What follows belongs to an exercise in optimizing a design on an open flow for small area, a short achievable clock period and few clock cycles per item; a production flow would make more cautious choices. In this exercise RTL edits were held to simulation tests only and were not proved equivalent to the original. No activity file was given, so power comes from the tool's default toggle rates.

## flow/design.v

```verilog
package exec_pkg;
    localparam int DATA_W = 32;
    localparam int ADDR_W = 5;
    localparam int NREG   = 32;
    localparam logic [2:0] FN_AND = 3'b000;
    localparam logic [2:0] FN_OR  = 3'b001;
    localparam logic [2:0] FN_ADD = 3'b010;
    localparam logic [2:0] FN_SUB = 3'b110;
    localparam logic [2:0] FN_SLT = 3'b111;
    typedef enum logic [1:0] {
        IDLE,
        EXEC,
        WB
    } state_t;
endpackage
import exec_pkg::*;
module exec_regfile
(
    input  logic              clk,
    input  logic              reset,
    input  logic [NREG-1:1]   sel_a,
    input  logic [NREG-1:1]   sel_b,
    output logic [DATA_W-1:0] a_data,
    output logic [DATA_W-1:0] b_data,
    input  logic [NREG-1:1]   we,
    input  logic [DATA_W-1:0] wdata
);
    logic [DATA_W-1:0] mem [1:NREG-1];
    logic [DATA_W-1:0] wd;
    assign wd = reset ? '0 : wdata;
    for (genvar i = 1; i < NREG; i++) begin : g_row
        always_ff @(posedge clk) begin
            if (reset || we[i]) mem[i] <= wd;
        end
    end
    always_comb begin
        a_data = '0;
        b_data = '0;
        for (int i = 1; i < NREG; i++) begin
            a_data = a_data | (mem[i] & {DATA_W{sel_a[i]}});
            b_data = b_data | (mem[i] & {DATA_W{sel_b[i]}});
        end
    end
endmodule
import exec_pkg::*;
module exec_unit
(
    input  logic              clk,
    input  logic              reset,
    input  logic              in_valid,
    output logic              in_ready,
    input  logic [2:0]        in_fn,
    input  logic [ADDR_W-1:0] in_rs,
    input  logic [ADDR_W-1:0] in_rt,
    input  logic [ADDR_W-1:0] in_rd,
    output logic              out_valid,
    output logic [ADDR_W-1:0] out_rd,
    output logic [DATA_W-1:0] out_data,
    output logic              out_zero,
    output logic              out_ovf,
    output logic              out_err,
    output logic [DATA_W-1:0] alu_a,
    output logic [DATA_W-1:0] alu_b,
    output logic [2:0]        alu_op,
    input  logic [DATA_W-1:0] alu_result,
    input  logic              alu_set,
    input  logic              alu_zero,
    input  logic              alu_overflow,
    input  logic              dbg_we,
    input  logic [ADDR_W-1:0] dbg_addr,
    input  logic [DATA_W-1:0] dbg_wdata,
    output logic [DATA_W-1:0] dbg_rdata
);
    logic              accept;
    logic              v_q;       
    logic [ADDR_W-1:0] rs_q;      
    logic [ADDR_W-1:0] rt_q;
    logic [ADDR_W-1:0] rd_q;
    logic [2:0]        op_q;
    logic              res_q;     
    logic              slt_q;     
    logic              ovf_q;     
    logic              err_q;     
    logic              legal;
    logic [DATA_W-1:0] wb_data;
    logic [DATA_W-1:0] a_data;
    logic [DATA_W-1:0] b_data;
    logic [NREG-1:1]   sel_a;
    logic [NREG-1:1]   sel_b;
    logic [NREG-1:1]   rf_we;
    logic [DATA_W-1:0] rf_wdata;
    assign in_ready = !dbg_we;
    assign accept   = in_valid && !dbg_we;
    assign legal = (in_fn == FN_AND) || (in_fn == FN_OR) || (in_fn == FN_ADD) ||
                   (in_fn == FN_SUB) || (in_fn == FN_SLT);
    always_ff @(posedge clk) begin
        if (reset) v_q <= 1'b0;
        else       v_q <= accept;
    end
    always_ff @(posedge clk) begin
        rs_q  <= (accept && !reset) ? in_rs : '0;
        rt_q  <= in_rt;
        rd_q  <= in_rd;
        op_q  <= (in_fn == FN_SLT) ? FN_SUB : in_fn;
        res_q <= legal && (in_fn != FN_SLT);
        slt_q <= (in_fn == FN_SLT);
        ovf_q <= (in_fn == FN_ADD) || (in_fn == FN_SUB);
        err_q <= !legal;
    end
    always_comb begin
        for (int i = 1; i < NREG; i++) begin
            sel_a[i] = (rs_q == i) || (!v_q && dbg_addr == i);
            sel_b[i] = (rt_q == i);
            rf_we[i] = v_q ? (!err_q && rd_q == i) : (dbg_we && dbg_addr == i);
        end
    end
    exec_regfile u_rf (
        .clk    (clk),
        .reset  (reset),
        .sel_a  (sel_a),
        .sel_b  (sel_b),
        .a_data (a_data),
        .b_data (b_data),
        .we     (rf_we),
        .wdata  (rf_wdata)
    );
    assign alu_a     = a_data;
    assign alu_b     = b_data;
    assign alu_op    = op_q;
    assign dbg_rdata = a_data;
    assign wb_data = {alu_result[DATA_W-1:1] & {(DATA_W-1){res_q}},
                      (alu_result[0] & res_q) | (alu_set & slt_q)};
    assign rf_wdata = v_q ? wb_data : dbg_wdata;
    assign out_valid = v_q;
    assign out_rd    = rd_q;
    assign out_data  = wb_data;
    assign out_zero  = !err_q && alu_zero;
    assign out_ovf   = ovf_q && alu_overflow;
    assign out_err   = err_q;
endmodule
```

## flow/flow/run.sh

```bash
#!/bin/bash
# The standard layout, with plain buffers (not delay cells) on the ports and
# repair free to change a cell's footprint.
set -euo pipefail
bash standard.sh MATCH_CELL_FOOTPRINT=0 \
    "BUFFER_PORTS_ARGS=-buffer_cell sky130_fd_sc_hd__buf_2" \
    finish > standard.log 2>&1
```

## flow/standard.sh

```bash
#!/bin/bash
# synth_recipe.tcl (not shown) runs the flow's synth.tcl, then flattens the netlist and writes it again
# the make line also repeats each setting of config.mk as NAME=value (left out here)
make -C /OpenROAD-flow-scripts/flow DESIGN_CONFIG=/design/flow/config.mk WORK_HOME=/design/flow/orfs CLKGATE_MAP_FILE= SYNTH_SCRIPT=/design/flow/synth_recipe.tcl "${@:-finish}"
```

## flow/config.mk

```make
export PLATFORM = sky130hd
export DESIGN_NAME = exec_unit
export DESIGN_NICKNAME = exec_unit
export VERILOG_FILES = /design/flow/design.v
export SDC_FILE = /design/flow/constraint.sdc
export NUM_CORES = 4
export LEC_CHECK = 0
export CAP_MARGIN = 20
export CORE_MARGIN = 2
export CORE_UTILIZATION = 65
export CTS_CLUSTER_DIAMETER = 100
export CTS_CLUSTER_SIZE = 30
export PLACE_DENSITY = 0.75
export SETUP_SLACK_MARGIN = 1.4
export SLEW_MARGIN = 20
```

## flow/constraint.sdc

```tcl
create_clock -name core_clock -period 5.0 [get_ports {clk}]
set_input_delay 1.0000 -clock core_clock [delete_from_list [all_inputs] [get_ports {clk}]]
set_output_delay 1.0000 -clock core_clock [all_outputs]
set_load 0.01 [all_outputs]
```

==> results of run 1 <==
cell usage after synthesis, types with 14 or more instances:
| library cell | n | area [sq um] |
|---|---|---|
| nor3_1 | 46 | 230 |
| edfxtp_1 | 992 | 29800 |
| mux2i_1 | 47 | 470 |
| a222oi_1 | 85 | 851 |
| clkbuf_1 | 132 | 495 |
| a22oi_1 | 823 | 6180 |
| nand2_1 | 246 | 923 |
| o21ai_0 | 17 | 85.1 |
| buf_4 | 54 | 405 |
| a22o_1 | 93 | 815 |
| buf_6 | 14 | 158 |
| nor2_1 | 155 | 582 |
| dfxtp_1 | 23 | 460 |
| buf_2 | 75 | 375 |
| nand3_1 | 82 | 410 |
| nor4_1 | 28 | 175 |
| nand4_1 | 116 | 726 |
| a2111oi_0 | 15 | 131 |
| and2_1 | 39 | 244 |
| a221oi_1 | 80 | 701 |
stage by stage:
step / cells / hold WS (ns)
3_3_place_gp: 4586 / 1.05
3_5_place_dp: 4586 / 1.06
4_1_cts: 5049 / 0.447
2_1_floorplan: 3376 / 1.03
power groups by stage:
stage | Combinational [uW] | Clock (uW) | Sequential (uW)
after floorplan | 929 | 0 | 10400
after global placement | 1760 | 0 | 10600
after detailed placement | 1780 | 0 | 10600
after CTS | 2160 | 4100 | 10400
worst max-delay path by stage:
stage,start,to,slack (ns),cells after the start
4_1_cts,dbg_addr[2],alu_a[11],0.87,10
3_5_place_dp,dbg_addr[3],dbg_rdata[8],0.34,9
3_3_place_gp,dbg_addr[3],alu_a[0],0.31,9
2_1_floorplan,dbg_addr[4],u_rf.mem[21][0]$_DFFE_PP_,0.56,4
layer usage:
metal / overflow / track usage (%)
met4: 106 / 79.9
met3: 3 / 75.2
met2: 97 / 92.7
met5: 0 / 48.1
met1: 4 / 84.9
what timing repair did:
item,4_1_cts
resized for setup,495
setup endpoints to repair,112
pin swaps,194
buffers inserted,389
gates cloned,18
cell families after synthesis:
group	synth area share, %
AOI/OAI and AO/OA	20.8
DFF	65.8
and+or+nand+nor	8.96
buffers and inverters	3.28
muxes	1.15
==> impl_results.md, run 1 <==
* Port Buf Inserts at 234
* Largest net degree at the start of global routing at 48
* Placer Congestion at 1.16
* Asr flop ratio synth at 0%
* CTS Buf Count at 40
* Htree depth at 2
* Root Buffer: clkbuf_16
* Die Y at 270 microns
* Initial core utilization at 65.6%
* Area post-placement at 50,700 sq um
* Syn_area_per_cell at 13.6 sq um
* Syn. warnings at 3
* Clock Sinks at 1,015
* Total gr overflow at 210
* Clock Path Buffers at 3
* EDFF count, synth at 992
* Synthesized Nets at 3,470
* Status: did not finish
* Seq cells post-synth at 1,015
* Sequential fraction of the synthesis area at 65.8%
* Synth Instances at 3,376
* Last step reached: global routing
* Num ports at 235
* GRT Total Usage at 83.2%
* Die W at 270 microns
* Post-Syn Area at 45,900 sq um
* Num rows at 97
* Tool error: [ERROR GRT-0232] Routing congestion too high. Check the congestion heatmap in the GUI.
* Setup WS pre-CTS at 0.338 ns
* DP Wirelength at 148,000 microns
* Most used DFF post-synth: edfxtp_1
* Hold_buf cts at 0
* Distinct cells, synth at 65
Testbench counts, summed over its fixed seeds: cycles 2,408, items 2,400.
==> run 2: changes to the inputs <==
--- a/flow/design.v
+++ b/flow/design.v
@@ -20,4 +20,4 @@
     input  logic              reset,
-    input  logic [NREG-1:1]   sel_a,
-    input  logic [NREG-1:1]   sel_b,
+    input  logic [3:0][NREG-1:1] sel_a,   
+    input  logic [3:0][NREG-1:1] sel_b,
     output logic [DATA_W-1:0] a_data,
@@ -35,9 +35,81 @@
     end
-    always_comb begin
-        a_data = '0;
-        b_data = '0;
-        for (int i = 1; i < NREG; i++) begin
-            a_data = a_data | (mem[i] & {DATA_W{sel_a[i]}});
-            b_data = b_data | (mem[i] & {DATA_W{sel_b[i]}});
-        end
+    for (genvar b = 0; b < DATA_W; b++) begin : g_bit
+        logic [NREG-1:1] col;
+        for (genvar i = 1; i < NREG; i++) begin : g_col
+            assign col[i] = mem[i][b];
+        end
+        exec_rdtree u_a (.d(col), .s(sel_a[b/8]), .y(a_data[b]));
+        exec_rdtree u_b (.d(col), .s(sel_b[b/8]), .y(b_data[b]));
+    end
+endmodule
+module exec_rdtree
+(
+    input  logic [31:1] d,
+    input  logic [31:1] s,
+    output logic        y
+);
+    logic [15:0] t_n;    
+    logic [3:0]  q;      
+    logic [1:0]  h_n;    
+    for (genvar k = 0; k < 15; k++) begin : g_pair
+        exec_aoi22 u (.a1(d[2*k+1]), .a2(s[2*k+1]), .b1(d[2*k+2]), .b2(s[2*k+2]),
+                      .y(t_n[k]));
+    end
+    exec_nand2 u_last (.a(d[31]), .b(s[31]), .y(t_n[15]));
+    for (genvar k = 0; k < 4; k++) begin : g_quad
+        exec_nand4 u (.a(t_n[4*k]), .b(t_n[4*k+1]), .c(t_n[4*k+2]), .d(t_n[4*k+3]),
+                      .y(q[k]));
+    end
+    exec_nor2 u_h0 (.a(q[0]), .b(q[1]), .y(h_n[0]));
+    exec_nor2 u_h1 (.a(q[2]), .b(q[3]), .y(h_n[1]));
+    exec_nand2 u_y (.a(h_n[0]), .b(h_n[1]), .y(y));
+endmodule
+module exec_aoi22 (input logic a1, a2, b1, b2, output logic y);
+    assign y = !((a1 && a2) || (b1 && b2));
+endmodule
+module exec_oai22 (input logic a1, a2, b1, b2, output logic y);
+    assign y = !((a1 || a2) && (b1 || b2));
+endmodule
+module exec_nand2 (input logic a, b, output logic y);
+    assign y = !(a && b);
+endmodule
+module exec_nand4 (input logic a, b, c, d, output logic y);
+    assign y = !(a && b && c && d);
+endmodule
+module exec_nor2 (input logic a, b, output logic y);
+    assign y = !(a || b);
+endmodule
+module exec_inv (input logic a, output logic y);
+    assign y = !a;
+endmodule
+module exec_nand3 (input logic a, b, c, output logic y);
+    assign y = !(a && b && c);
+endmodule
+module exec_pre3 (input logic [2:0] a, input logic en, output logic [7:0] y_n);
+    logic [2:0] a_n;
+    for (genvar k = 0; k < 3; k++) begin : g_inv
+        exec_inv u (.a(a[k]), .y(a_n[k]));
+    end
+    for (genvar v = 0; v < 8; v++) begin : g_v
+        exec_nand4 u (.a(en), .b(v[2] ? a[2] : a_n[2]), .c(v[1] ? a[1] : a_n[1]),
+                      .d(v[0] ? a[0] : a_n[0]), .y(y_n[v]));
+    end
+endmodule
+module exec_pre3x (input logic [2:0] a, output logic [7:0] y_n);
+    logic [2:0] a_n;
+    for (genvar k = 0; k < 3; k++) begin : g_inv
+        exec_inv u (.a(a[k]), .y(a_n[k]));
+    end
+    for (genvar v = 0; v < 8; v++) begin : g_v
+        exec_nand3 u (.a(v[2] ? a[2] : a_n[2]), .b(v[1] ? a[1] : a_n[1]),
+                      .c(v[0] ? a[0] : a_n[0]), .y(y_n[v]));
+    end
+endmodule
+module exec_pre2 (input logic [1:0] a, output logic [3:0] y_n);
+    logic [1:0] a_n;
+    for (genvar k = 0; k < 2; k++) begin : g_inv
+        exec_inv u (.a(a[k]), .y(a_n[k]));
+    end
+    for (genvar v = 0; v < 4; v++) begin : g_v
+        exec_nand2 u (.a(v[1] ? a[1] : a_n[1]), .b(v[0] ? a[0] : a_n[0]), .y(y_n[v]));
     end
@@ -75,2 +147,3 @@
     logic              v_q;       
+    logic              idle_q;    
     logic [ADDR_W-1:0] rs_q;      
@@ -87,4 +160,10 @@
     logic [DATA_W-1:0] b_data;
-    logic [NREG-1:1]   sel_a;
-    logic [NREG-1:1]   sel_b;
+    logic [7:0]        dbg_hi_n;
+    logic [3:0]        dbg_lo_n;
+    logic [7:0]        rs_hi_n;
+    logic [3:0]        rs_lo_n;
+    logic [7:0]        rt_hi_n;
+    logic [3:0]        rt_lo_n;
+    logic [3:0][NREG-1:1] sel_a;
+    logic [3:0][NREG-1:1] sel_b;
     logic [NREG-1:1]   rf_we;
@@ -96,4 +175,9 @@
     always_ff @(posedge clk) begin
-        if (reset) v_q <= 1'b0;
-        else       v_q <= accept;
+        if (reset) begin
+            v_q    <= 1'b0;
+            idle_q <= 1'b1;
+        end else begin
+            v_q    <= accept;
+            idle_q <= !accept;
+        end
     end
@@ -109,6 +193,17 @@
     end
+    exec_pre3  u_dbg_hi (.a(dbg_addr[4:2]), .en(idle_q), .y_n(dbg_hi_n));
+    exec_pre2  u_dbg_lo (.a(dbg_addr[1:0]), .y_n(dbg_lo_n));
+    exec_pre3x u_rs_hi  (.a(rs_q[4:2]), .y_n(rs_hi_n));
+    exec_pre2  u_rs_lo  (.a(rs_q[1:0]), .y_n(rs_lo_n));
+    exec_pre3x u_rt_hi  (.a(rt_q[4:2]), .y_n(rt_hi_n));
+    exec_pre2  u_rt_lo  (.a(rt_q[1:0]), .y_n(rt_lo_n));
+    for (genvar c = 0; c < 4; c++) begin : g_copy
+        for (genvar i = 1; i < NREG; i++) begin : g_sel
+            exec_oai22 u_a (.a1(dbg_hi_n[i/4]), .a2(dbg_lo_n[i%4]),
+                            .b1(rs_hi_n[i/4]), .b2(rs_lo_n[i%4]), .y(sel_a[c][i]));
+            exec_nor2 u_b (.a(rt_hi_n[i/4]), .b(rt_lo_n[i%4]), .y(sel_b[c][i]));
+        end
+    end
     always_comb begin
         for (int i = 1; i < NREG; i++) begin
-            sel_a[i] = (rs_q == i) || (!v_q && dbg_addr == i);
-            sel_b[i] = (rt_q == i);
             rf_we[i] = v_q ? (!err_q && rd_q == i) : (dbg_we && dbg_addr == i);
==> flow/flow/run.sh (replaced) <==
#!/bin/bash
# The standard layout, with plain buffers (not delay cells) on the ports,
# repair free to change a cell's footprint, and the read gates downsized
# before floorplanning (flow/downsize.tcl).
set -euo pipefail
here=$(pwd)
bash standard.sh MATCH_CELL_FOOTPRINT=0 \
    "BUFFER_PORTS_ARGS=-buffer_cell sky130_fd_sc_hd__buf_2" \
    "PRE_FLOORPLAN_TCL=$here/flow/downsize.tcl" \
    finish > standard.log 2>&1
==> flow/flow/downsize.tcl (new file) <==
# Before floorplanning: start the register file's read gates at the smallest
# drive strength. Synthesis sizes them for a default load; timing repair later
# upsizes the ones that need it.
set n 0
foreach inst [get_cells *] {
  set m [get_property $inst ref_name]
  if { $m == "sky130_fd_sc_hd__a22oi_2" } {
    replace_cell $inst sky130_fd_sc_hd__a22oi_1
    incr n
  }
}
puts "downsize.tcl: $n cells downsized"
--- a/flow/config.mk
+++ b/flow/config.mk
@@ -13,3 +13,4 @@
 export PLACE_DENSITY = 0.75
-export SETUP_SLACK_MARGIN = 1.4
+export SETUP_SLACK_MARGIN = 1.2
 export SLEW_MARGIN = 20
+export SYNTH_HIERARCHICAL = 1
==> run 2 against run 1 <==
Against the previous run:
- the run now finishes clean
- synthesized cell count shrank 9.8%
==> impl_results.md, run 2 <==
* Port Buf Inserts at 234 (unchanged)
* CP Launch Type: register
* Hold_buf cts at 0 (unchanged)
* Post-DRT Antenna Nets at 0
* Pwr per Cell Area at 319 nW/um^2
* Max-cap violations at 0
* CTS clk-pin slew, worst paths at 0.12 ns
* # setup viols final at 0
* Crit path DAT at 2.99 ns
* Combinational Power Share at 12.5%
* Initial drt markers at 8,083
* Switching power total at 4400 uW
* Max rail drop VDD at 0.313 mV
* Layout Nets at 3,655
* DP Wirelength at 98,300 microns (was 148,000 microns)
* CP required at 4.00 ns
* DRT Wirelength at 166,000 microns
* Synthesized Nets at 3,140 (was 3,470)
* Fmax at 0.251 GHz
* Total number of vias at 36,694
* DR pass1 iterations at 10
* Sw Share at 26.4%
* Status: timing/DRC/antenna clean (was did not finish)
* Skew-Pair Late Insertion Delay at 0.63 ns
* Syn. warnings at 9 (was 3)
* Die Y at 262 microns (was 270 microns)
* Vias per std cell at 8.25
* Total gr overflow at 0
* Relative slew slack at 21.2%
* RSZ-0062 raised after global routing: true
* Placer Congestion at 1.03 (was 1.16)
* Post-route DRC at 0
* # diodes at 0
* Commonest non-fill, non-tap cell in the layout: edfxtp_1
* GRT Total Usage at 45.7%
* Min-Delay Path Class: primary input to register
* Core area at 65,900 sq um
* Reg power frac at 62.9%
* Setup Skew at 0.0337 ns
* Initial core utilization at 65.8% (was 65.6%)
* Internal at 12,300 uW
* Crit end category: output pin
* Final Critical Period at 3.99 ns
* Vias in the first global route at 33,446
* Commonest non-fill, non-tap cells in the layout: 992 x edfxtp_1, 892 x a22oi_1, 264 x nand4_1, 224 x buf_2, 198 x buf_4
* Lkg Pwr at 0.0172 uW
* WS Path Type: register to output pin
* Die W at 262 microns (was 270 microns)
* Fin crit share at 79.8%
* Htree depth at 2 (unchanged)
* Synth Instances at 3,046 (was 3,376)
* Num ports at 235 (unchanged)
* WL/cell at 37.3 microns
* Slew Viols, Final at 0
* Pwr Total at 16,700 uW
* CP Max Fanout at 8
* Max FFs per register at 992
* Measured slew at the worst slew-check pin at 1.18 ns
* Clk network pwr share at 24.6%
* Root Buffer: clkbuf_16 (unchanged)
* Clock Path Buffers at 3 (unchanged)
* CTS Buf Count at 40 (unchanged)
* Initial antenna violation count at 5
* Die area at 68,700 sq um
* Largest net degree at the start of global routing at 50
* Biggest register: u_rf.mem
* Share of cells above drive strength 1 at 29.0%
* Num rows at 94 (was 97)
* Clock Sinks at 1,016 (was 1,015)
* Total Neg Setup Slack at 0 ns
* Final-report hold violation count at 0
* CTS tree: built
* First-pass GRT wire length at 223,000 microns
[run 2: cell type report]
cell class / instances / area, sq um
sequential: 1016 / 30300
multi-input combinational: 1966 / 15300
fill: 3638 / 13600
timing repair buffer: 520 / 4330
clock buffer: 62 / 1100
tap: 864 / 1080
inverter: 17 / 103
clock inverter: 4 / 47.5
[run 2: path summary, 6_finish.rpt]
path | from | end | slack [ns] | cells after the start
hold / removal | in_rt[0] | rt_q[0]$_DFF_P_ | 0.47 | 1
hold reg to reg | slt_q$_DFF_P_ | u_rf.mem[27][0]$_DFFE_PP_ | 1.22 | 3
setup reg to reg | v_q$_SDFF_PP0_ | u_rf.mem[10][19]$_DFFE_PP_ | 1.42 | 5
setup / recovery | rs_q[1]$_SDFF_PN0_ | alu_a[30] | 1.01 | 9
[run 2: power by group through the flow]
stage	sequential [uW]	clock (uW)	combinational, uW
after floorplan	10500	0	859
after global placement	10600	0	1600
after detailed placement	10600	0	1640
after CTS	10500	4080	1800
after global routing	10500	4330	2110
final	10500	4110	2080
[run 2: stage by stage]
step	hold slack [ns]	cell area [sq um]	utilization, %	std cells	setup WS, ns
2_1_floorplan	1.03	43300	-	3046	1.43
3_3_place_gp	1.10	46400	70.5	4235	0.389
3_5_place_dp	1.10	46500	70.5	4236	0.234
4_1_cts	0.458	50000	75.9	4337	1.17
5_1_grt	0.459	52300	79.4	4449	1.06
6_report	0.468	52300	79.4	4449	1.01
[run 2: repair_timing]
action | 4_1_cts | 5_1_grt
pin swaps | 33 | 101
setup endpoints to repair | 96 | 96
gates cloned | 10 | 7
buffers inserted | 25 | 105
resized for setup | 400 | 256
hold endpoints to repair | 0 | 0
[run 2: worst max-delay path, stage by stage (launching register included)]
cell	delay (ns)
dfxtp_4	0.43
clkinvlp_4	0.22
nand2_8	0.19
buf_12	0.19
o22ai_4	0.16
a22oi_2	0.25
nand4_1	0.34
nor2_2	0.30
nand2_1	0.10
buf_2	0.16
[run 2: routing by layer]
metal / track usage, % / vias to the layer above / share of wire [%]
li1: - / 14057 / -
met1: 60.5 / 17431 / 32
met2: 65.7 / 4264 / 42
met3: 17.2 / 936 / 18
met4: 25.0 / 6 / 7.6
met5: 0 / - / 0.024
Testbench counts of run 2, summed over its fixed seeds: cycles 2,408, items 2,400.
==> run 3: changes to the inputs <==
--- a/flow/design.v
+++ b/flow/design.v
@@ -28,7 +28,5 @@
     logic [DATA_W-1:0] mem [1:NREG-1];
-    logic [DATA_W-1:0] wd;
-    assign wd = reset ? '0 : wdata;
     for (genvar i = 1; i < NREG; i++) begin : g_row
         always_ff @(posedge clk) begin
-            if (reset || we[i]) mem[i] <= wd;
+            if (reset || we[i]) mem[i] <= wdata;
         end
@@ -69,5 +67,2 @@
 endmodule
-module exec_oai22 (input logic a1, a2, b1, b2, output logic y);
-    assign y = !((a1 || a2) && (b1 || b2));
-endmodule
 module exec_nand2 (input logic a, b, output logic y);
@@ -84,6 +79,9 @@
 endmodule
-module exec_nand3 (input logic a, b, c, output logic y);
-    assign y = !(a && b && c);
-endmodule
-module exec_pre3 (input logic [2:0] a, input logic en, output logic [7:0] y_n);
+module exec_ao22 (input logic a1, a2, b1, b2, output logic y);
+    assign y = (a1 && a2) || (b1 && b2);
+endmodule
+module exec_and3 (input logic a, b, c, output logic y);
+    assign y = a && b && c;
+endmodule
+module exec_pre3 (input logic [2:0] a, output logic [7:0] y);
     logic [2:0] a_n;
@@ -93,17 +91,7 @@
     for (genvar v = 0; v < 8; v++) begin : g_v
-        exec_nand4 u (.a(en), .b(v[2] ? a[2] : a_n[2]), .c(v[1] ? a[1] : a_n[1]),
-                      .d(v[0] ? a[0] : a_n[0]), .y(y_n[v]));
-    end
-endmodule
-module exec_pre3x (input logic [2:0] a, output logic [7:0] y_n);
-    logic [2:0] a_n;
-    for (genvar k = 0; k < 3; k++) begin : g_inv
-        exec_inv u (.a(a[k]), .y(a_n[k]));
-    end
-    for (genvar v = 0; v < 8; v++) begin : g_v
-        exec_nand3 u (.a(v[2] ? a[2] : a_n[2]), .b(v[1] ? a[1] : a_n[1]),
-                      .c(v[0] ? a[0] : a_n[0]), .y(y_n[v]));
-    end
-endmodule
-module exec_pre2 (input logic [1:0] a, output logic [3:0] y_n);
+        exec_and3 u (.a(v[2] ? a[2] : a_n[2]), .b(v[1] ? a[1] : a_n[1]),
+                     .c(v[0] ? a[0] : a_n[0]), .y(y[v]));
+    end
+endmodule
+module exec_pre2 (input logic [1:0] a, input logic en, output logic [3:0] y);
     logic [1:0] a_n;
@@ -113,3 +101,3 @@
     for (genvar v = 0; v < 4; v++) begin : g_v
-        exec_nand2 u (.a(v[1] ? a[1] : a_n[1]), .b(v[0] ? a[0] : a_n[0]), .y(y_n[v]));
+        exec_and3 u (.a(en), .b(v[1] ? a[1] : a_n[1]), .c(v[0] ? a[0] : a_n[0]), .y(y[v]));
     end
@@ -148,4 +136,6 @@
     logic              idle_q;    
-    logic [ADDR_W-1:0] rs_q;      
-    logic [ADDR_W-1:0] rt_q;
+    logic [7:0]        rs_hi_q;   
+    logic [3:0]        rs_lo_q;   
+    logic [7:0]        rt_hi_nq;  
+    logic [3:0]        rt_lo_nq;  
     logic [ADDR_W-1:0] rd_q;
@@ -160,8 +150,7 @@
     logic [DATA_W-1:0] b_data;
-    logic [7:0]        dbg_hi_n;
-    logic [3:0]        dbg_lo_n;
-    logic [7:0]        rs_hi_n;
-    logic [3:0]        rs_lo_n;
-    logic [7:0]        rt_hi_n;
-    logic [3:0]        rt_lo_n;
+    logic [1:0][7:0]   dbg_hi;    
+    logic [1:0][3:0]   dbg_lo;
+    logic              wr_alu;    
+    logic              wr_slt;
+    logic              wr_dbg;
     logic [3:0][NREG-1:1] sel_a;
@@ -184,4 +173,10 @@
     always_ff @(posedge clk) begin
-        rs_q  <= (accept && !reset) ? in_rs : '0;
-        rt_q  <= in_rt;
+        for (int v = 0; v < 8; v++) begin
+            rs_hi_q[v]  <= (in_rs[4:2] == v);
+            rt_hi_nq[v] <= !(in_rt[4:2] == v);
+        end
+        for (int v = 0; v < 4; v++) begin
+            rs_lo_q[v]  <= accept && !reset && (in_rs[1:0] == v);
+            rt_lo_nq[v] <= !(in_rt[1:0] == v);
+        end
         rd_q  <= in_rd;
@@ -193,13 +188,11 @@
     end
-    exec_pre3  u_dbg_hi (.a(dbg_addr[4:2]), .en(idle_q), .y_n(dbg_hi_n));
-    exec_pre2  u_dbg_lo (.a(dbg_addr[1:0]), .y_n(dbg_lo_n));
-    exec_pre3x u_rs_hi  (.a(rs_q[4:2]), .y_n(rs_hi_n));
-    exec_pre2  u_rs_lo  (.a(rs_q[1:0]), .y_n(rs_lo_n));
-    exec_pre3x u_rt_hi  (.a(rt_q[4:2]), .y_n(rt_hi_n));
-    exec_pre2  u_rt_lo  (.a(rt_q[1:0]), .y_n(rt_lo_n));
+    for (genvar c = 0; c < 2; c++) begin : g_pre
+        exec_pre3 u_dbg_hi (.a(dbg_addr[4:2]), .y(dbg_hi[c]));
+        exec_pre2 u_dbg_lo (.a(dbg_addr[1:0]), .en(idle_q), .y(dbg_lo[c]));
+    end
     for (genvar c = 0; c < 4; c++) begin : g_copy
         for (genvar i = 1; i < NREG; i++) begin : g_sel
-            exec_oai22 u_a (.a1(dbg_hi_n[i/4]), .a2(dbg_lo_n[i%4]),
-                            .b1(rs_hi_n[i/4]), .b2(rs_lo_n[i%4]), .y(sel_a[c][i]));
-            exec_nor2 u_b (.a(rt_hi_n[i/4]), .b(rt_lo_n[i%4]), .y(sel_b[c][i]));
+            exec_ao22 u_a (.a1(dbg_hi[c/2][i/4]), .a2(dbg_lo[c/2][i%4]),
+                           .b1(rs_hi_q[i/4]), .b2(rs_lo_q[i%4]), .y(sel_a[c][i]));
+            exec_nor2 u_b (.a(rt_hi_nq[i/4]), .b(rt_lo_nq[i%4]), .y(sel_b[c][i]));
         end
@@ -227,3 +220,8 @@
                       (alu_result[0] & res_q) | (alu_set & slt_q)};
-    assign rf_wdata = v_q ? wb_data : dbg_wdata;
+    assign wr_alu   = v_q && res_q && !reset;
+    assign wr_slt   = v_q && slt_q && !reset;
+    assign wr_dbg   = !v_q && !reset;
+    assign rf_wdata = {(alu_result[DATA_W-1:1] & {(DATA_W-1){wr_alu}}) |
+                       (dbg_wdata[DATA_W-1:1] & {(DATA_W-1){wr_dbg}}),
+                       (alu_result[0] & wr_alu) | (alu_set & wr_slt) | (dbg_wdata[0] & wr_dbg)};
     assign out_valid = v_q;
--- a/flow/config.mk
+++ b/flow/config.mk
@@ -13,3 +13,3 @@
 export PLACE_DENSITY = 0.75
-export SETUP_SLACK_MARGIN = 1.2
+export SETUP_SLACK_MARGIN = 1.3
 export SLEW_MARGIN = 20
==> run 3 against run 2 <==
Against the previous run:
- routed wire length is 7.4% lower
- flip-flop and latch count is 14 higher
- clock skew fell by 0.013 ns
- combinational power is about 20% lower
- critical endpoint is now dbg_rdata[1]
- via count decreased by 4.9%
- fmax increased by 4.7%
- critical path depth did not move
- utilization shrank 5.7 points
- total power down 1.6%
- clock power grew 3%
- non-clock buffer count fell by 223
- still clean
- die area grew 0.96%
==> impl_results.md, run 3 <==
* Worst R2R Path Depth at 4 (was 5)
* Die area at 69,400 sq um (was 68,700 sq um)
* Skew-Pair Late Insertion Delay at 0.63 ns (about the same)
* Initial core utilization at 65.4% (was 65.8%)
* CTS clk-pin slew, worst paths at 0.11 ns (was 0.12 ns)
* Final Critical Period at 3.81 ns (was 3.99 ns)
* Final instance area at 49,300 sq um (was 52,300 sq um)
* Commonest non-fill, non-tap cells in the layout: 992 x edfxtp_1, 878 x a22oi_1, 256 x nand4_1, 224 x nor2_1, 222 x buf_2 (was 992 x edfxtp_1, 892 x a22oi_1, 264 x nand4_1, 224 x buf_2, 198 x buf_4)
* Total gr overflow at 0 (unchanged)
* CP Launch Type: primary input (was register)
* DR pass1 iterations at 10 (unchanged)
* CTS tree: built (unchanged)
* Clock Path Buffers at 3 (unchanged)
* Htree depth at 2 (unchanged)
* Setup WS pre-CTS at 0.684 ns (was 0.234 ns)
* Syn. warnings at 9 (unchanged)
* Post-DRT Antenna Nets at 0 (unchanged)
* Slowest stage delay, CP at 0.34 ns (was 0.43 ns)
* GRT Total Usage at 42.9% (was 45.7%)
* Max rail drop VDD at 0.325 mV (was 0.313 mV)
* CTS Buf Count at 40 (unchanged)
* Share of cells above drive strength 1 at 20.6% (was 29.0%)
* Commonest non-fill, non-tap cell in the layout: edfxtp_1 (unchanged)
* Port Buf Inserts at 234 (unchanged)
* Placer Congestion at 1.03 (about the same)
* Die Y at 263 microns (was 262 microns)
* Top Registers: u_rf.mem (992), rs_hi_q (8), rt_hi_nq (8)
* Total number of vias at 34,895 (was 36,694)
* Largest net degree at the start of global routing at 36 (was 50)
* Fmax at 0.262 GHz (was 0.251 GHz)
* Vias per std cell at 8.24 (was 8.25)
* Initial drt markers at 7,066 (was 8,083)
* RR Endpoint: u_rf.mem[6][30]$_DFFE_PP_ (was u_rf.mem[10][19]$_DFFE_PP_)
* DP Wirelength at 94,400 microns (was 98,300 microns)
* CP required at 4.00 ns (about the same)
* # diodes at 0 (unchanged)
* DRT Wirelength at 154,000 microns (was 166,000 microns)
* Crit-path slowest cell: a22o_4 (was dfxtp_4)
* Fin crit share at 76.2% (was 79.8%)
* Slew Viols, Final at 0 (unchanged)
* Final-report hold violation count at 0 (unchanged)
* Post-route DRC at 0 (unchanged)
* Pwr per Cell Area at 333 nW/um^2 (was 319 nW/um^2)
* Lkg Pwr at 0.0169 uW (was 0.0172 uW)
* Layout Nets at 3,425 (was 3,655)
* Core area at 66,900 sq um (was 65,900 sq um)
* Root Buffer: clkbuf_16 (unchanged)
* Critical Path Stages at 9 (unchanged)
* Reg-to-reg slack, setup at 2.06 ns (was 1.42 ns)
* Crit. Startpoint: dbg_addr[1] (was rs_q[1]$_SDFF_PN0_)
* CP delay by family, top: simple AND/OR/NAND/NOR gates (unchanged)
* Synth Instances at 3,038 (was 3,046)
* Max FFs per register at 992 (unchanged)
* First-pass GRT wire length at 217,000 microns (was 223,000 microns)
* Measured slew at the worst slew-check pin at 1.18 ns (about the same)
* Hold_buf cts at 0 (unchanged)
* Setup Skew at 0.0211 ns (was 0.0337 ns)
* # setup viols final at 0 (unchanged)
* Vias in the first global route at 33,171 (was 33,446)
* Area post-placement at 46,100 sq um (was 46,500 sq um)
* CP Cell Sequence: buf_12, inv_1, and3_4, a22o_4, a22oi_1, nand4_1, nor2_2, nand2_1, buf_2 (was clkinvlp_4, nand2_8, buf_12, o22ai_4, a22oi_2, nand4_1, nor2_2, nand2_1, buf_2)
* Reg2reg start: v_q$_SDFF_PP0_ (unchanged)
* Biggest register: u_rf.mem (unchanged)
* Total Neg Setup Slack at 0 ns (unchanged)
* CP Max Fanout at 16 (was 8)
* CP Capture Point: dbg_rdata[1] (was alu_a[30])
* Crit path DAT at 2.81 ns (was 2.99 ns)
* Synthesized Nets at 3,132 (was 3,140)
* RSZ-0062 raised after global routing: true (unchanged)
* WS Path Type: primary input to output pin (was register to output pin)
* Initial antenna violation count at 4 (was 5)
* Worst setup margin at 1.19 ns (was 1.01 ns)
* Status: timing/DRC/antenna clean (unchanged)
* Crit end category: output pin (unchanged)
* Max-cap violations at 0 (unchanged)
* Min-Delay Path Class: primary input to register (unchanged)
* Clock Sinks at 1,030 (was 1,016)
* Relative slew slack at 21.4% (was 21.2%)
* Num ports at 235 (unchanged)
* Num rows at 95 (was 94)
* Die W at 263 microns (was 262 microns)
* WL/cell at 36.3 microns (was 37.3 microns)
* CP Buf/Inv Count at 3 (unchanged)
[run 3: cell types whose count changed in the layout (fill, tap and decap cells not counted), moves of 24 or more]
cell     previous run  this run
nor2_2            113        31
o22ai_2            25         0
a22o_4              0        92
a22o_2              0        40
nor2_1            111       224
buf_4             198        44
buf_12             43        14
o22ai_4            84         0
a22o_1              1        25
mux2_2             32         0
[run 3: worst min path at each step]
stage                              start                        end  slack (ns)  cells after the start
after floorplan           v_q$_SDFF_PP0_  u_rf.mem[10][0]$_DFFE_PP_        1.01                      2
final                           in_rd[2]            rd_q[2]$_DFF_P_        0.46                      1
after CTS                       in_rd[4]            rd_q[4]$_DFF_P_        0.44                      1
after global routing            in_rd[2]            rd_q[2]$_DFF_P_        0.45                      1
after detailed placement  v_q$_SDFF_PP0_  u_rf.mem[12][0]$_DFFE_PP_        1.09                      2
after global placement          in_rd[3]            rd_q[3]$_DFF_P_        1.10                      1
[run 3: per-layer routing]
metal / track usage, % / part of all wire [%]
met1: 55.9 / 33
met2: 65.5 / 44
met3: 13.0 / 16
met4: 22.7 / 6.8
met5: 0 / 0.080
[run 3: cell type report]
| class | instances | area, sq um |
|---|---|---|
| Clock inverter | 3 | 36.3 |
| Fill cell | 4144 | 17600 |
| Inverter | 12 | 45.0 |
| Tap cell | 873 | 1090 |
| Timing Repair Buffer | 297 | 1990 |
| Multi-Input combinational cell | 1950 | 14400 |
| Clock buffer | 71 | 1180 |
| Sequential cell | 1030 | 30600 |
[run 3: where the power goes]
group	leakage, uW	switching, uW	internal, uW
sequential	0.0105	388	10100
clock	0.000580	2580	1650
combinational	0.00581	1200	462
[run 3: metrics by stage]
step | util (%) | power, uW | instances | hold slack, ns
2_1_floorplan | - | 11300 | 3038 | 1.01
6_report | 73.7 | 16400 | 4236 | 0.458
3_3_place_gp | 68.8 | 12100 | 4142 | 1.10
4_1_cts | 72.6 | 16200 | 4224 | 0.445
5_1_grt | 73.7 | 16800 | 4236 | 0.455
3_5_place_dp | 68.9 | 12100 | 4143 | 1.09
[run 3: timing repair]
action / CTS / global route
setup buffers: 5 / 8
gates resized for setup: 342 / 119
endpoints found under the setup margin: 96 / 77
cloned: 2 / 3
pin swaps: 56 / 54
Testbench counts of run 3, summed over its fixed seeds: cycles 2,408, items 2,400.
==> run 4: changes to the inputs <==
--- a/flow/design.v
+++ b/flow/design.v
@@ -159,4 +159,5 @@
     logic [DATA_W-1:0] rf_wdata;
-    assign in_ready = !dbg_we;
-    assign accept   = in_valid && !dbg_we;
+    assign in_ready = !(dbg_we && (((in_rs == dbg_addr) && (in_rs != '0)) ||
+                                   ((in_rt == dbg_addr) && (in_rt != '0))));
+    assign accept   = in_valid && in_ready;
     assign legal = (in_fn == FN_AND) || (in_fn == FN_OR) || (in_fn == FN_ADD) ||
==> run 4 against run 3 <==
Against the previous run:
- first-iteration DRC count is 6.2% higher
- sequential power hardly changed
- sequential share of layout area is 0.20 points lower
- via count is 0.58% higher
- combinational power is 9% higher
- routed wire length is 2.8% higher
- clock power is 1% lower
- non-clock buffer count is 21 higher
- total power is 1.9% higher
- worst setup slack worse by 0.056 ns
==> impl_results.md, run 4 <==
* Pwr per Cell Area at 338 nW/um^2 (was 333 nW/um^2)
* CTS Buf Count at 41 (was 40)
* Clock Path Buffers at 3 (unchanged)
* WL/cell at 36.9 microns (was 36.3 microns)
* DP Cell Count at 4,173 (was 4,143)
* Status: timing/DRC/antenna clean (unchanged)
* Worst R2R Path Depth at 2 (was 4)
* Die Y at 264 microns (was 263 microns)
* Initial drt markers at 7,505 (was 7,066)
* First-pass GRT wire length at 221,000 microns (was 217,000 microns)
* Crit path DAT at 2.87 ns (was 2.81 ns)
* WS Path Type: primary input to output pin (unchanged)
* Max FFs per register at 992 (unchanged)
* Commonest non-fill, non-tap cell in the layout: edfxtp_1 (unchanged)
* DR pass1 iterations at 17 (was 10)
* DP Wirelength at 99,200 microns (was 94,400 microns)
* Die W at 264 microns (was 263 microns)
* CP required at 4.00 ns (about the same)
* GRT Total Usage at 44.0% (was 42.9%)
* CP Launch Type: primary input (unchanged)
* Min-Delay Path Class: primary input to register (unchanged)
* Reg-to-reg slack, setup at 1.68 ns (was 2.06 ns)
* Die area at 69,700 sq um (was 69,400 sq um)
* Worst Hold Launch: in_rd[2] (unchanged)
* DRT Wirelength at 158,000 microns (was 154,000 microns)
* Htree depth at 2 (unchanged)
* Share of cells above drive strength 1 at 21.0% (was 20.6%)
* Skew-Pair Late Insertion Delay at 0.65 ns (was 0.63 ns)
* Lkg Pwr at 0.0167 uW (was 0.0169 uW)
* Finished Layout Cells at 4,275 (was 4,236)
* Max-cap violations at 0 (unchanged)
* CTS clk-pin slew, worst paths at 0.10 ns (was 0.11 ns)
* RSZ-0062 raised after global routing: true (unchanged)
* Commonest non-fill, non-tap cells in the layout: 992 x edfxtp_1, 902 x a22oi_1, 256 x nand4_1, 228 x buf_2, 202 x nor2_1 (was 992 x edfxtp_1, 878 x a22oi_1, 256 x nand4_1, 224 x nor2_1, 222 x buf_2)
* Top Registers: u_rf.mem (992), rs_hi_q (8), rt_hi_nq (8) (unchanged)
* Slew Viols, Final at 0 (unchanged)
* Largest net degree at the start of global routing at 35 (was 36)
* Reg2reg start: res_q$_DFF_P_ (was v_q$_SDFF_PP0_)
* CP Max Fanout at 8 (was 16)
* Clk network pwr share at 25.0% (was 25.8%)
* Placer Congestion at 1.05 (was 1.03)
* Setup Skew at 0.0210 ns (was 0.0211 ns)
* Num rows at 95 (unchanged)
* CTS tree: built (unchanged)
* Fin Hold WS at 0.462 ns (was 0.458 ns)
* Switching power total at 4360 uW (was 4170 uW)
* Measured slew at the worst slew-check pin at 1.18 ns (about the same)
* Post-route DRC at 0 (unchanged)
* Fin crit share at 77.4% (was 76.2%)
* Vias in the first global route at 33,090 (was 33,171)
* Synth Instances at 3,064 (was 3,038)
* Post-DRT Antenna Nets at 0 (unchanged)
* Crit. Startpoint: dbg_addr[0] (was dbg_addr[1])
* Syn. warnings at 9 (unchanged)
* Max rail drop VDD at 0.411 mV (was 0.325 mV)
* Num ports at 235 (unchanged)
* Fmax at 0.259 GHz (was 0.262 GHz)
* Biggest register: u_rf.mem (unchanged)
* Clock Sinks at 1,030 (unchanged)
* Layout Nets at 3,465 (was 3,425)
* Initial core utilization at 65.5% (was 65.4%)
* Sw Share at 26.0% (was 25.4%)
* Port Buf Inserts at 234 (unchanged)
* Hold_buf cts at 0 (unchanged)
* Relative slew slack at 21.2% (was 21.4%)
* Vias per std cell at 8.21 (was 8.24)
* Synthesized Nets at 3,158 (was 3,132)
* Setup WS pre-CTS at 0.610 ns (was 0.684 ns)
* # setup viols final at 0 (unchanged)
* Core area at 67,000 sq um (was 66,900 sq um)
* Total number of vias at 35,098 (was 34,895)
* Root Buffer: clkbuf_16 (unchanged)
* Total Neg Setup Slack at 0 ns (unchanged)
* Combinational Power Share at 10.8% (was 10.1%)
* Final-report hold violation count at 0 (unchanged)
* Worst setup margin at 1.13 ns (was 1.19 ns)
* Hold path depth at 1 (unchanged)
* Internal at 12,400 uW (was 12,300 uW)
* Total gr overflow at 0 (unchanged)
* Crit end category: output pin (unchanged)
* Reg power frac at 64.2% (was 64.1%)
* Final Critical Period at 3.87 ns (was 3.81 ns)
* Initial antenna violation count at 8 (was 4)
[run 4: worst max-delay path, cell delays in order]
cell        delay, ns
buf_16           0.12
clkinvlp_4       0.17
and3_4           0.28
a22o_4           0.34
a22oi_1          0.22
nand4_1          0.20
nor2_2           0.23
nand2_1          0.13
buf_2            0.16
[run 4: repair_timing]
action | 4_1_cts | 5_1_grt
gates cloned | 3 | 0
pin swaps | 44 | 64
setup endpoints to repair | 96 | 96
setup buffers | 9 | 16
resized for setup | 302 | 140
[run 4: path summary, 6_finish.rpt]
check                         endpoint
min reg2reg  u_rf.mem[17][0]$_DFFE_PP_
max reg2reg  u_rf.mem[8][15]$_DFFE_PP_
min                    rd_q[2]$_DFF_P_
max                      dbg_rdata[30]
[run 4: metrics by stage]
step / util [%] / total power, uW / area (sq um)
detailed placement: 69.3 / 12500 / 46500
CTS: 72.7 / 16500 / 48700
finish: 73.8 / 16700 / 49500
global placement: 69.3 / 12400 / 46500
global route: 73.8 / 17100 / 49500
floorplan: - / 11600 / 43900
[run 4: power by group through the flow]
stage	clock network [uW]	logic (uW)	registers (uW)
finish	4180	1810	10700
global route	4450	1850	10800
CTS	4140	1680	10700
detailed placement	0	1610	10900
global placement	0	1570	10800
floorplan	0	856	10700
[run 4: area by class of cell]
| class | count | area (sq um) |
|---|---|---|
| sequential | 1030 | 30600 |
| fill | 4176 | 17500 |
| multi-input combinational | 1968 | 14400 |
| timing repair buffer | 318 | 2190 |
| clock buffer | 67 | 1120 |
| tap | 873 | 1090 |
| clock inverter | 5 | 58.8 |
| inverter | 12 | 48.8 |
| antenna | 2 | 5.00 |
[run 4: routing by layer]
| layer | global-route usage, % | part of all wire (%) | vias up |
|---|---|---|---|
| met4 | 23.4 | 7.0 | 8 |
| met3 | 12.4 | 15 | 791 |
| met5 | 0 | 0.033 | - |
| li1 | - | - | 13759 |
| met1 | 58.6 | 34 | 16770 |
| met2 | 66.4 | 44 | 3770 |
Testbench counts of run 4, summed over its fixed seeds: cycles 2,408, items 2,400.
==> run 5: changes to the inputs <==
--- a/flow/config.mk
+++ b/flow/config.mk
@@ -11,5 +11,5 @@
 export CTS_CLUSTER_DIAMETER = 100
-export CTS_CLUSTER_SIZE = 30
+export CTS_CLUSTER_SIZE = 24
 export PLACE_DENSITY = 0.75
-export SETUP_SLACK_MARGIN = 1.3
+export SETUP_SLACK_MARGIN = 1.25
 export SLEW_MARGIN = 20
==> run 5 against run 4 <==
Against the previous run:
- via count up 0.74%
- combinational power up 2%
- non-clock buffer count grew 1
- first-iteration DRC count is 1.3% higher
- critical path depth stayed put
- critical endpoint is now alu_a[27]
- highest routed layer unchanged
==> impl_results.md, run 5 <==
* Crit path DAT at 2.90 ns (was 2.87 ns)
* DP Wirelength at 99,200 microns (unchanged)
* Worst setup margin at 1.10 ns (was 1.13 ns)
* Min-Delay Path Class: primary input to register (unchanged)
* Clock Sinks at 1,030 (unchanged)
* Die area at 69,700 sq um (unchanged)
* Biggest register: u_rf.mem (unchanged)
* Slew Viols, Final at 0 (unchanged)
* Die W at 264 microns (unchanged)
* Setup Skew at 0.0274 ns (was 0.0210 ns)
* Finished Layout Cells at 4,298 (was 4,275)
* Largest net degree at the start of global routing at 35 (unchanged)
* Initial drt markers at 7,601 (was 7,505)
* Top Registers: u_rf.mem (992), rs_hi_q (8), rt_hi_nq (8) (unchanged)
* Initial antenna violation count at 7 (was 8)
* Measured slew at the worst slew-check pin at 1.12 ns (was 1.18 ns)
* Skew-Pair Late Insertion Delay at 0.67 ns (was 0.65 ns)
* Post-route DRC at 0 (unchanged)
* Vias in the first global route at 33,153 (was 33,090)
* Root Buffer: clkbuf_16 (unchanged)
* Port Buf Inserts at 234 (unchanged)
* Commonest non-fill, non-tap cell in the layout: edfxtp_1 (unchanged)
* # setup viols final at 0 (unchanged)
* Synthesized Nets at 3,158 (unchanged)
* Htree depth at 2 (unchanged)
* WL/cell at 37.1 microns (was 36.9 microns)
* Hold_buf cts at 0 (unchanged)
* # fillers at 4,124 (was 4,176)
* Setup WS pre-CTS at 0.610 ns (unchanged)
* Crit end category: output pin (unchanged)
* DP Cell Count at 4,173 (unchanged)
* Synth Instances at 3,064 (unchanged)
* Total gr overflow at 0 (unchanged)
* CP required at 4.00 ns (about the same)
* CTS Buf Count at 48 (was 41)
* Fmax at 0.256 GHz (was 0.259 GHz)
* WS Path Type: primary input to output pin (unchanged)
* Total Neg Setup Slack at 0 ns (unchanged)
* Post-DRT Antenna Nets at 0 (unchanged)
* Num ports at 235 (unchanged)
* DRT Wirelength at 160,000 microns (was 158,000 microns)
* CP Max Fanout at 8 (unchanged)
* RR Endpoint: u_rf.mem[22][21]$_DFFE_PP_ (was u_rf.mem[8][15]$_DFFE_PP_)
* Max FFs per register at 992 (unchanged)
* Relative slew slack at 25.0% (was 21.2%)
* Reg2reg start: res_q$_DFF_P_ (unchanged)
* Hold path depth at 1 (unchanged)
* Worst Hold Launch: in_rd[2] (unchanged)
* Commonest non-fill, non-tap cells in the layout: 992 x edfxtp_1, 883 x a22oi_1, 256 x nand4_1, 222 x buf_2, 202 x nor2_1 (was 992 x edfxtp_1, 902 x a22oi_1, 256 x nand4_1, 228 x buf_2, 202 x nor2_1)
* Placer Congestion at 1.05 (unchanged)
* Fin crit share at 78.1% (was 77.4%)
* Final-report hold violation count at 0 (unchanged)
* Total number of vias at 35,357 (was 35,098)
* Pwr per Cell Area at 343 nW/um^2 (was 338 nW/um^2)
* GRT Total Usage at 43.9% (was 44.0%)
* CTS tree: built (unchanged)
* Lkg Pwr at 0.0169 uW (was 0.0167 uW)
* Die Y at 264 microns (unchanged)
* Worst R2R Path Depth at 2 (unchanged)
* Final Critical Period at 3.90 ns (was 3.87 ns)
* CTS clk-pin slew, worst paths at 0.09 ns (was 0.10 ns)
* RSZ-0062 raised after global routing: true (unchanged)
* Vias per std cell at 8.23 (was 8.21)
* Clock Path Buffers at 3 (unchanged)
* Min-Delay Endpoint: rd_q[2]$_DFF_P_ (unchanged)
* CP Launch Type: primary input (unchanged)
* Num rows at 95 (unchanged)
* Reg-to-reg slack, setup at 1.69 ns (was 1.68 ns)
* DR pass1 iterations at 9 (was 17)
* Syn. warnings at 9 (unchanged)
* Core area at 67,000 sq um (unchanged)
* Initial core utilization at 65.5% (unchanged)
* Share of cells above drive strength 1 at 21.9% (was 21.0%)
* Status: timing/DRC/antenna clean (unchanged)
* Max rail drop VDD at 0.338 mV (was 0.411 mV)
* First-pass GRT wire length at 220,000 microns (was 221,000 microns)
* Fin Hold WS at 0.448 ns (was 0.462 ns)
* Layout Nets at 3,476 (was 3,465)
* Max-cap violations at 0 (unchanged)
run 5: cell types whose count changed in the layout (fill, tap and decap cells not counted), sizes merged:
cell	delta
inv	-3
and3	+3
clkinv	-1
clkbuf	+23
diode	+1
clkinvlp	+1
buf	-1
run 5: worst max-delay path by stage:
stage / startpoint / endpoint / cells past startpoint
after floorplan: dbg_addr[0] / dbg_rdata[0] / 7
after global placement: dbg_addr[0] / alu_a[8] / 8
after CTS: dbg_addr[2] / dbg_rdata[8] / 9
after global routing: dbg_addr[0] / dbg_rdata[8] / 9
after detailed placement: dbg_addr[0] / alu_a[27] / 9
final: dbg_addr[1] / alu_a[27] / 9
run 5: metal layers:
| layer | vias to the layer above | track usage, % | part of all wire (%) |
|---|---|---|---|
| met3 | 768 | 12.5 | 16 |
| met5 | - | 0 | 0.028 |
| met1 | 16907 | 58.4 | 34 |
| met4 | 6 | 24.1 | 6.8 |
| met2 | 3893 | 66.0 | 44 |
| li1 | 13783 | - | - |
run 5: metrics by stage:
stage          cell area (sq um)  util [%]  power [uW]
5_1_grt                    50000      74.6       17500
6_report                   50000      74.6       17100
2_1_floorplan              43900         -       11600
3_3_place_gp               46500      69.3       12400
3_5_place_dp               46500      69.3       12500
4_1_cts                    48800      72.7       16900
run 5: power breakdown:
part	leakage [uW]	total (uW)	internal [uW]	switching, uW
registers	0.0103	10800	10300	489
clock network	0.000665	4520	1890	2630
logic	0.00600	1850	539	1310
run 5: cell type report:
class | instances | area, sq um | share of cell area (%)
flip-flops and latches | 1030 | 30600 | 61.2
multi-input cells | 1971 | 14600 | 29.1
repair buffers | 319 | 2260 | 4.53
clock buffers | 88 | 1380 | 2.77
well taps | 873 | 1090 | 2.19
inverters | 12 | 56.3 | 0.113
clock inverters | 2 | 17.5 | 0.0350
diodes | 3 | 7.51 | 0.0150
run 5: timing repair:
action	4_1_cts	5_1_grt
gates resized for setup	270	216
pin swaps	24	105
setup endpoints to repair	96	86
setup buffers	3	22
cloned	4	3
run 5: critical path, cell delays in order:
cell,delay (ns)
buf_16,0.11
clkinvlp_4,0.16
and3_4,0.29
a22o_4,0.34
a22oi_1,0.25
nand4_1,0.24
nor2_2,0.24
nand2_2,0.10
buf_2,0.15

port drivers added, routing unchanged:
How much do the figures lean on ideal ports? The routed layouts below were timed once more, with nothing changed but the port constraints.
Step 1 assumes that a clkbuf_16 drives the clock port and a buf_2 every other input.
Step 2 times the ports against the registers' clock, not the clock port: input delays grow and output delays shrink by t, the midpoint of the rising clock arrivals with the driver on.
a / b / c = no drivers / after step 1 / after step 2; a / b = the first two.
| run | t, ns | setup slack, ns | latest minus earliest clock arrival (ns) | worst data-port slew with drivers (ns) |
|---|---|---|---|---|
| run 2 | 0.692 | 1.010 / 0.926 / 0.926 | 0.043 / 0.042 | 0.10 |
| run 3 | 0.700 | 1.188 / 1.038 / 1.038 | 0.036 / 0.036 | 0.15 |
| run 4 | 0.699 | 1.132 / 1.038 / 1.038 | 0.032 / 0.031 | 0.14 |
| run 5 | 0.712 | 1.097 / 0.912 / 0.912 | 0.035 / 0.036 | 0.19 |
After both steps every run listed still meets setup and hold. For run 5, which loses most, drivers alone change the setup slack by -0.185 ns; drivers and shift together by -0.185 ns.
